Background: an optimization exercise with open tools, aiming at small area. Do not read the settings as production practice.
Only simulation tests tie the RTL to the original design; equivalence was not proved.
Power figures rest on the tool's default switching activity, not on a simulated workload.

$ cat flow/flow/run.sh
#!/bin/bash
# The standard ORFS layout with these changes:
#  - synthesis maps logic with an area-oriented ABC script (flow/abc.script, with a 60 s
#    &deepsyn restructuring pass) and without the
#    half/full-adder cell mapping and the Kogge-Stone carry lookahead (registers unchanged);
#  - port buffers use the smallest buffer cell;
#  - the clock tree uses small clock buffers and no dummy loads.
# ORFS's own output goes to standard.log; each step's log is under orfs/logs/.
set -euo pipefail
work=$(pwd)
sd=$work/scripts_abc
rm -rf "$sd"
mkdir -p "$sd"
for f in "$FLOW_HOME"/scripts/*; do ln -s "$f" "$sd/"; done
rm "$sd/abc_speed.script"
cp flow/abc.script "$sd/abc_speed.script"
bash standard.sh "SCRIPTS_DIR=$sd" "ADDER_MAP_FILE=" "SYNTH_OPERATIONS_ARGS=-nofsm" \
	"BUFFER_PORTS_ARGS=-buffer_cell sky130_fd_sc_hd__buf_1" \
	"CTS_ARGS=-sink_clustering_enable -repair_clock_nets -dont_use_dummy_load -buf_list sky130_fd_sc_hd__clkbuf_4 -sink_clustering_size 10 -sink_clustering_max_diameter 40" \
	finish > standard.log 2>&1
$ cat flow/flow/abc.script
strash
ifraig
scorr
dc2
strash
&get -n
&deepsyn -T 60
&dch -f
&nf -R 1000
&put
$ cat flow/standard.sh
#!/bin/bash
# synth_recipe.tcl (not shown) runs the flow's synth.tcl, then flattens the netlist and writes it again
# the make line also repeats each setting of config.mk as NAME=value (left out here)
make -C /OpenROAD-flow-scripts/flow DESIGN_CONFIG=/design/flow/config.mk WORK_HOME=/design/flow/orfs CLKGATE_MAP_FILE= SYNTH_SCRIPT=/design/flow/synth_recipe.tcl "${@:-finish}"
$ cat flow/config.mk
export PLATFORM = sky130hd
export DESIGN_NAME = sliding_window_arq_sender
export DESIGN_NICKNAME = sliding_window_arq_sender
export VERILOG_FILES = /design/flow/design.v
export SDC_FILE = /design/flow/constraint.sdc
export NUM_CORES = 4
export LEC_CHECK = 0
export CAP_MARGIN = 20
export CORE_MARGIN = 2
export CORE_UTILIZATION = 60
export SLEW_MARGIN = 20
$ cat flow/constraint.sdc
create_clock -name core_clock -period 7.0 [get_ports {clk}]
set_input_delay 1.4000 -clock core_clock [delete_from_list [all_inputs] [get_ports {clk}]]
set_output_delay 1.4000 -clock core_clock [all_outputs]
set_load 0.01 [all_outputs]
$ cat flow/design.v
`default_nettype none
package swarq_pkg;
	localparam int WINDOW_SLOTS = 32;
	localparam int MAX_PAYLOAD  = 1400;
	localparam int MAX_RESULTS  = 32;
	localparam int SLOT_W  = $clog2(WINDOW_SLOTS);
	localparam int CNT_W   = $clog2(WINDOW_SLOTS + 1);
	localparam int RES_W   = $clog2(MAX_RESULTS);
	localparam int SEQ_W   = 16;
	localparam int SIZE_W  = 11;
	localparam int MAP_W   = 32;
	localparam int TOTAL_W = 32;
	localparam int KIND_W  = 2;
	localparam int OKIND_W = 3;
	localparam logic [KIND_W-1:0] KIND_SEND    = 2'd0;
	localparam logic [KIND_W-1:0] KIND_ACK     = 2'd1;
	localparam logic [KIND_W-1:0] KIND_FINISH  = 2'd2;
	localparam logic [KIND_W-1:0] KIND_TIMEOUT = 2'd3;
	localparam logic [OKIND_W-1:0] OUT_TX       = 3'd0;
	localparam logic [OKIND_W-1:0] OUT_RETX     = 3'd1;
	localparam logic [OKIND_W-1:0] OUT_REFUSED  = 3'd2;
	localparam logic [OKIND_W-1:0] OUT_FINISHED = 3'd3;
	localparam logic [OKIND_W-1:0] OUT_STATUS   = 3'd4;
endpackage
`default_nettype wire
`default_nettype none
module swarq_ram #(
	parameter int WIDTH = 11,
	parameter int DEPTH = 32
) (
	input  wire logic             clk,
	input  wire logic             we,
	input  wire logic [WIDTH-1:0] wdata,
	output logic      [WIDTH-1:0] rdata
);
	logic [WIDTH-1:0] ring [DEPTH];
	always_ff @(posedge clk) begin
		ring[0] <= we ? wdata : ring[DEPTH-1];
		for (int k = 1; k < DEPTH; k++) begin
			ring[k] <= ring[k-1];
		end
	end
	assign rdata = ring[0];
endmodule
`default_nettype wire
`default_nettype none
module sliding_window_arq_sender (
	input  wire logic                             clk,
	input  wire logic                             arst_n,
	input  wire logic                             start,
	output logic                                  busy,
	input  wire logic [swarq_pkg::KIND_W-1:0]     kind,
	input  wire logic [swarq_pkg::SIZE_W-1:0]     payload_size,
	input  wire logic [swarq_pkg::SEQ_W-1:0]      ack_seq,
	input  wire logic [swarq_pkg::MAP_W-1:0]      received_map,
	output logic                                  result_valid,
	output logic      [swarq_pkg::OKIND_W-1:0]    out_kind,
	output logic      [swarq_pkg::SEQ_W-1:0]      out_seq,
	output logic      [swarq_pkg::SIZE_W-1:0]     out_size,
	output logic      [swarq_pkg::TOTAL_W-1:0]    delivered_bytes,
	output logic                                  last
);
	localparam int SW = swarq_pkg::SLOT_W;
	localparam int CW = swarq_pkg::CNT_W;
	localparam logic [2:0] S_TX   = 3'(swarq_pkg::OUT_TX);
	localparam logic [2:0] S_PB   = 3'(swarq_pkg::OUT_RETX);      
	localparam logic [2:0] S_REF  = 3'(swarq_pkg::OUT_REFUSED);
	localparam logic [2:0] S_FIN  = 3'(swarq_pkg::OUT_FINISHED);
	localparam logic [2:0] S_STAT = 3'(swarq_pkg::OUT_STATUS);
	localparam logic [2:0] S_IDLE = 3'd5;
	localparam logic [2:0] S_RET  = 3'd6;                          
	localparam logic [2:0] S_PA   = 3'd7;                          
	logic [2:0]                    state_q;
	logic [swarq_pkg::SEQ_W-1:0]   base_q;
	logic [CW-1:0]                 count_q;
	logic [swarq_pkg::TOTAL_W-1:0] total_q;
	logic                          fin_q;
	logic [SW-1:0]                 pos_q;
	logic [swarq_pkg::MAP_W-1:0]   map_q;
	logic                          is_ack_q;
	logic [CW-1:0]                 aux_q;
	logic                          any;
	logic                          accept;
	logic                          refuse;
	logic [swarq_pkg::SEQ_W-1:0]   ahead;
	logic [CW-1:0]                 pops;
	logic                          cand;
	logic                          ret;
	logic                          we;
	logic [swarq_pkg::SIZE_W-1:0]  tap;
	localparam int LO_W = swarq_pkg::SIZE_W;
	logic [LO_W:0]                 lo_sum;
	logic                          carry_q;
	logic                          sat;
	logic [CW-1:0]                 seq_off;
	assign busy   = (state_q != S_IDLE) || (SW'(pos_q + 1'b1) != count_q[SW-1:0]);
	assign accept = start && !busy;
	assign refuse = count_q[CW-1] || (payload_size > swarq_pkg::SIZE_W'(swarq_pkg::MAX_PAYLOAD));
	assign ahead  = ack_seq - base_q;
	assign pops   = ahead[swarq_pkg::SEQ_W-1] ? '0 :
		{(ahead[swarq_pkg::SEQ_W-2:SW] != '0), ahead[SW-1:0]};
	assign we     = accept && !fin_q && (kind == swarq_pkg::KIND_SEND) && !refuse;
	assign cand   = (count_q[CW-1] || (pos_q < count_q[SW-1:0])) && !(is_ack_q && map_q[pos_q]);
	assign ret    = (state_q == S_RET) && (pos_q == '0) && (aux_q != '0) && (count_q != '0);
	assign any    = aux_q[CW-1] && (count_q != '0);
	assign lo_sum = {1'b0, total_q[LO_W-1:0]} + {1'b0, (ret ? tap : swarq_pkg::SIZE_W'(0))};
	assign sat    = carry_q && (&total_q[swarq_pkg::TOTAL_W-1:LO_W]);
	swarq_ram #(
		.WIDTH(swarq_pkg::SIZE_W),
		.DEPTH(swarq_pkg::WINDOW_SLOTS)
	) u_size_ring (
		.clk     (clk),
		.we      (we),
		.wdata   (payload_size),
		.rdata   (tap)
	);
	always_ff @(posedge clk or negedge arst_n) begin
		if (!arst_n) begin
			pos_q   <= '0;
			base_q  <= '0;
			count_q <= '0;
			total_q <= '0;
			carry_q <= 1'b0;
		end else begin
			pos_q   <= pos_q + SW'(!ret);
			base_q  <= base_q + swarq_pkg::SEQ_W'(ret);
			carry_q <= lo_sum[LO_W];
			if (sat) begin
				total_q <= '1;
			end else begin
				total_q <= {total_q[swarq_pkg::TOTAL_W-1:LO_W] + (swarq_pkg::TOTAL_W - LO_W)'(carry_q),
					lo_sum[LO_W-1:0]};
			end
			if (we) begin
				count_q <= count_q + 1'b1;
			end else if (ret) begin
				count_q <= count_q - 1'b1;
			end
		end
	end
	always_ff @(posedge clk or negedge arst_n) begin
		if (!arst_n) begin
			state_q <= S_IDLE;
			fin_q   <= 1'b0;
		end else begin
			case (state_q)
				S_IDLE: begin
					if (accept) begin
						if (fin_q || (kind == swarq_pkg::KIND_FINISH)) begin
							fin_q   <= 1'b1;
							state_q <= S_FIN;
						end else if (kind == swarq_pkg::KIND_SEND) begin
							state_q <= refuse ? S_REF : S_TX;
						end else begin
							state_q <= S_RET;
						end
					end
				end
				S_RET: begin
					if (((aux_q == '0) || (count_q == '0)) && (pos_q == '1)) begin
						state_q <= S_PA;
					end
				end
				S_PA: begin
					if (pos_q == '1) begin
						if (any || cand) begin
							state_q <= S_PB;
						end else begin
							state_q <= is_ack_q ? S_STAT : S_IDLE;
						end
					end
				end
				S_PB: begin
					if (cand && (pos_q == aux_q[SW-1:0])) begin
						state_q <= S_IDLE;
					end
				end
				default: begin
					state_q <= S_IDLE;
				end
			endcase
		end
	end
	always_ff @(posedge clk) begin
		if (accept) begin
			map_q    <= received_map;
			is_ack_q <= (kind == swarq_pkg::KIND_ACK);
			aux_q    <= (kind == swarq_pkg::KIND_ACK) ? pops : '0;
		end else if (ret) begin
			aux_q <= aux_q - 1'b1;
		end else if ((state_q == S_PA) && cand) begin
			aux_q <= {1'b1, pos_q};
		end
	end
	always_comb begin
		seq_off = {1'b0, pos_q};
		if ((state_q == S_FIN) || (state_q == S_STAT)) begin
			seq_off = '0;
		end else if (state_q == S_REF) begin
			seq_off = {count_q[CW-1], pos_q};
		end
	end
	assign result_valid    = (state_q == S_TX) || (state_q == S_REF) || (state_q == S_FIN) ||
		(state_q == S_STAT) || ((state_q == S_PB) && cand);
	assign out_kind        = state_q;
	assign out_seq         = base_q + swarq_pkg::SEQ_W'(seq_off);
	assign out_size        = ((state_q == S_TX) || (state_q == S_PB)) ? tap : '0;
	assign delivered_bytes = total_q;
	assign last            = (state_q != S_PB) || (pos_q == aux_q[SW-1:0]);
endmodule
`default_nettype wire
==> metrics.md <==
| Metric | Value |
|---|---|
| Status | `timing/DRC/antenna clean` |
| Maximum clock frequency | `0.151 GHz` |
| Remaining Overflow, GRT | `0` |
| Most common cell after layout, fill and taps aside | `dfxtp_1` |
| Clock root buffer | `clkbuf_4` |
| Max-cap violation count | `0` |
| Unique masters post-synth | `45` |
| Critical Path Fanout Max | `14` |
| Die area | `22200 sq um` |
| Initial Util | `60.6%` |
| Critical Path Start | `state_q[1]` |
| Post-synthesis xor/xnor area fraction | `5.35%` |
| Simple-gate share of the synthesized area | `8.36%` |
| Vias in the first global route | `6572` |
| Placed cell count | `1322` |
| Flop2flop setup slack | `2.42 ns` |
| Total Routing Usage GR | `19.2%` |
| Flops & latches, synth | `455` |
| WP depth | `19` |
| Crit-path cells | `nor2_1, buf_4, or3_1, nand3_1, a22oi_1, maj3_1, maj3_1, o21ai_1, a21oi_1, and2_0, nor3_1, a41oi_1, nor2b_2, nand3_1, nor3_4, and3_1, nand3_1, xnor2_1, buf_1` |
| Post-synth EDFFs | `39` |
| CP dominant cell by count | `nand3_1` |
| Largest family of logic cells by synthesized area | `simple AND/OR/NAND/NOR gates` |
| Largest net degree at the start of global routing | `65` |
| Sequential fraction of the synthesis area | `77.9%` |
| Commonest non-fill, non-tap cells in the layout | `dfxtp_1 (352), buf_1 (127), dfrtp_1 (62)` |
| Crit start category | `flop` |
| Post-route setup slack | `0.397 ns` |
| First drt pass iteration count | `5` |
| Area delta synth->final | `10.4%` |
| Adder-cell share of the synthesized area | `0.714%` |
| Fin area | `13900 sq um` |
| Worst path top cell family by delay | `simple AND/OR/NAND/NOR gates` |
| Num ports | `129` |
| Initial antenna violation count | `2` |
| H-tree levels | `2` |
| Worst Skew | `0.0873 ns` |
| Postcts setup bufs | `0` |
| Post-Syn Area per Cell | `13.8 sq um` |
| Placed instance area | `13500 sq um` |
| CTS tree | `done` |
| Die X | `149 microns` |
| Post-synthesis compound-gate area fraction | `6.07%` |
| CP arrival | `5.20 ns` |
| Pwr dens | `278 nW/um^2` |
| Total CTS buffers | `54` |
| DR vias/cell | `5.03` |
| Final setup fails | `0` |
| Min-Delay Path Class | `flop to flop` |
| Worst vdd ir | `227 uV` |
| Drt drc | `0` |
| Max Slew Vio Count | `0` |
| Worst Setup End Kind | `output port` |
| DRT antenna net count | `0` |
| Core ar. | `20800 sq um` |
| Setup TNS | `0 ns` |
| Share of cells above drive strength 1 | `6.09%` |
| Worst R2R Start | `u_size_ring.ring[0][0]` |
| Power consumption | `3.87 mW` |
| Non-Filler Instances | `1378` |
| Setup CP Type | `flop to output port` |
| Routed wire per std cell | `15.2 microns` |
| HPWL after DPL | `13700 microns` |
| Ys async rst share | `14.1%` |
| Reg clk slew, reported paths | `0.10 ns` |
| Clock Sinks | `455` |
| Final Cycle Share | `94.3%` |
| Reg2reg path depth | `18` |
| Skew-Pair Late Insertion Delay | `0.69 ns` |
| Detailed-route via count | `6926` |
| First DRT Iteration DRCs | `308` |
| Slew at the pin closest to its max-slew limit | `0.887 ns` |
| Critical Path RT | `5.60 ns` |
| CP peak stage delay | `0.56 ns` |
| Post-Route WL | `20900 microns` |
| Fin. Hold Viols | `0` |
| Largest cells by area after synthesis | `dfxtp_1 (56%), dfrtp_1 (12%), edfxtp_1 (9.3%), xnor2_1 (3.8%), o21ai_0 (1.8%)` |
| Final nets | `1167` |
| Synthesized area | `12600 sq um` |
| Hold buffers post-CTS | `0` |
| Fillers | `1606` |
| Post-synthesis cell count | `913` |
| Routability cong. | `0.861` |
| Critical path buffer and inverter count | `2` |
| Static leakage | `5.56 nW` |
| Final Util | `66.9%` |
| Worst Setup EP | `out_seq[15]` |
| Height of the die | `149 microns` |
| Area share of the largest cell type after synthesis | `55.9%` |
| # port buffers | `128` |
| Clock buffer depth | `3` |
| Mux contribution to synthesized area | `1.06%` |
| Final min period | `6.60 ns` |
| Syn_nets | `977` |
| End of the worst register-to-register path | `total_q[10]` |
| Max-slew headroom | `40.2%` |
| Synth Flop Type | `dfxtp_1` |
| Cell taking the most area after synthesis | `dfxtp_1` |
| Yosys Warn Count | `3` |
| CP max stage cell | `dfrtp_1` |
| RSZ-0062 raised after global routing | `false` |
| Setup WS pre-CTS | `0.739 ns` |
| First-pass GRT wire length | `33600 microns` |
| # rows | `53` |
| Min Hold Slack | `0.259 ns` |
repair_timing:
| action | in CTS | in global routing |
|---|---|---|
| resized for setup | 0 | 5 |
| hold endpoints to repair | 0 | 0 |
| endpoints found under the setup margin | 0 | 4 |
power by group:
| part | switching, mW | internal (mW) |
|---|---|---|
| Combinational | 0.0968 | 0.0542 |
| Sequential | 0.00952 | 2.64 |
| Clock | 0.719 | 0.354 |
layout make-up:
class	instances	area, sq um	share of cell area (%)
flip-flops and latches	455	9820	70.5
clock buffers	54	405	2.91
diodes	2	5.00	0.0359
well taps	275	344	2.47
inverters	20	75.1	0.539
repair buffers	134	527	3.78
multi-input cells	438	2740	19.7
cells by family after synthesis:
| family | count (synthesis) |
|---|---|
| AOI/OAI and AO/OA | 126 |
| xor gates and xnor gates | 77 |
| adders and majority gates | 9 |
| buffers and inverters | 20 |
| DFF | 455 |
| muxes | 12 |
| and+or+nand+nor | 214 |
state kept, by name, indices dropped and copies added (netlist names):
register / flops
u_size_ring.ring: 352
map_q: 32
total_q: 32
base_q: 16
aux_q: 6
count_q: 6
pos_q: 5
state_q: 3
carry_q: 1
fin_q: 1
is_ack_q: 1
worst min path at each step:
stage,from,cells after the start,slack (ns),end
2_1_floorplan,u_size_ring.ring[9][0],0,0.31,u_size_ring.ring[10][0]
3_3_place_gp,u_size_ring.ring[1][5],0,0.31,u_size_ring.ring[2][5]
3_5_place_dp,u_size_ring.ring[3][9],0,0.31,u_size_ring.ring[4][9]
4_1_cts,u_size_ring.ring[15][7],0,0.27,u_size_ring.ring[16][7]
5_1_grt,u_size_ring.ring[15][7],0,0.27,u_size_ring.ring[16][7]
6_report,u_size_ring.ring[18][9],0,0.26,u_size_ring.ring[19][9]
layer usage:
metal | global-route usage, % | share of wire (%) | vias to the layer above
li1 | - | - | 3465
met1 | 29.0 | 49 | 3227
met2 | 27.5 | 42 | 187
met3 | 4.19 | 5.9 | 47
met4 | 6.81 | 2.5 | 0
met5 | 0 | 0 | -
synth_stat cells (20+ instances only):
| library cell | count |
|---|---|
| nor2_1 | 42 |
| clkinv_1 | 20 |
| dfxtp_1 | 352 |
| dfrtp_1 | 62 |
| nand2_1 | 61 |
| nand3_1 | 25 |
| xnor2_1 | 55 |
| o21ai_0 | 46 |
| xor2_1 | 22 |
| edfxtp_1 | 39 |
| a21oi_1 | 27 |

[afterwards: timing with drivers on the ports]
In the flow no input, the clock included, has a driving cell. The finished layout below was timed again as built, in two steps. Step 1 assumes that a clkbuf_16 drives the clock port and a buf_2 every other input. Step 2 adds t to the input delays and takes it off the output delays; t is the mean of the earliest and latest rising clock arrival at the registers after step 1. Input paths then give back, and output paths get back, about the clock's delay inside the block. Slacks: ideal / step 1 / step 2; pairs: ideal / step 1.
t (ns): 0.686
setup slack, ns: 0.397 / 0.356 / 1.042
hold WS [ns]: 0.259 / 0.259 / 0.259
clock arrival spread, ns: 0.090 / 0.090
worst register clock-pin slew, ns: 0.10 / 0.10
After both steps this run still meets setup and hold. For this run, drivers alone change the setup slack by -0.041 ns; drivers and shift together by +0.645 ns.
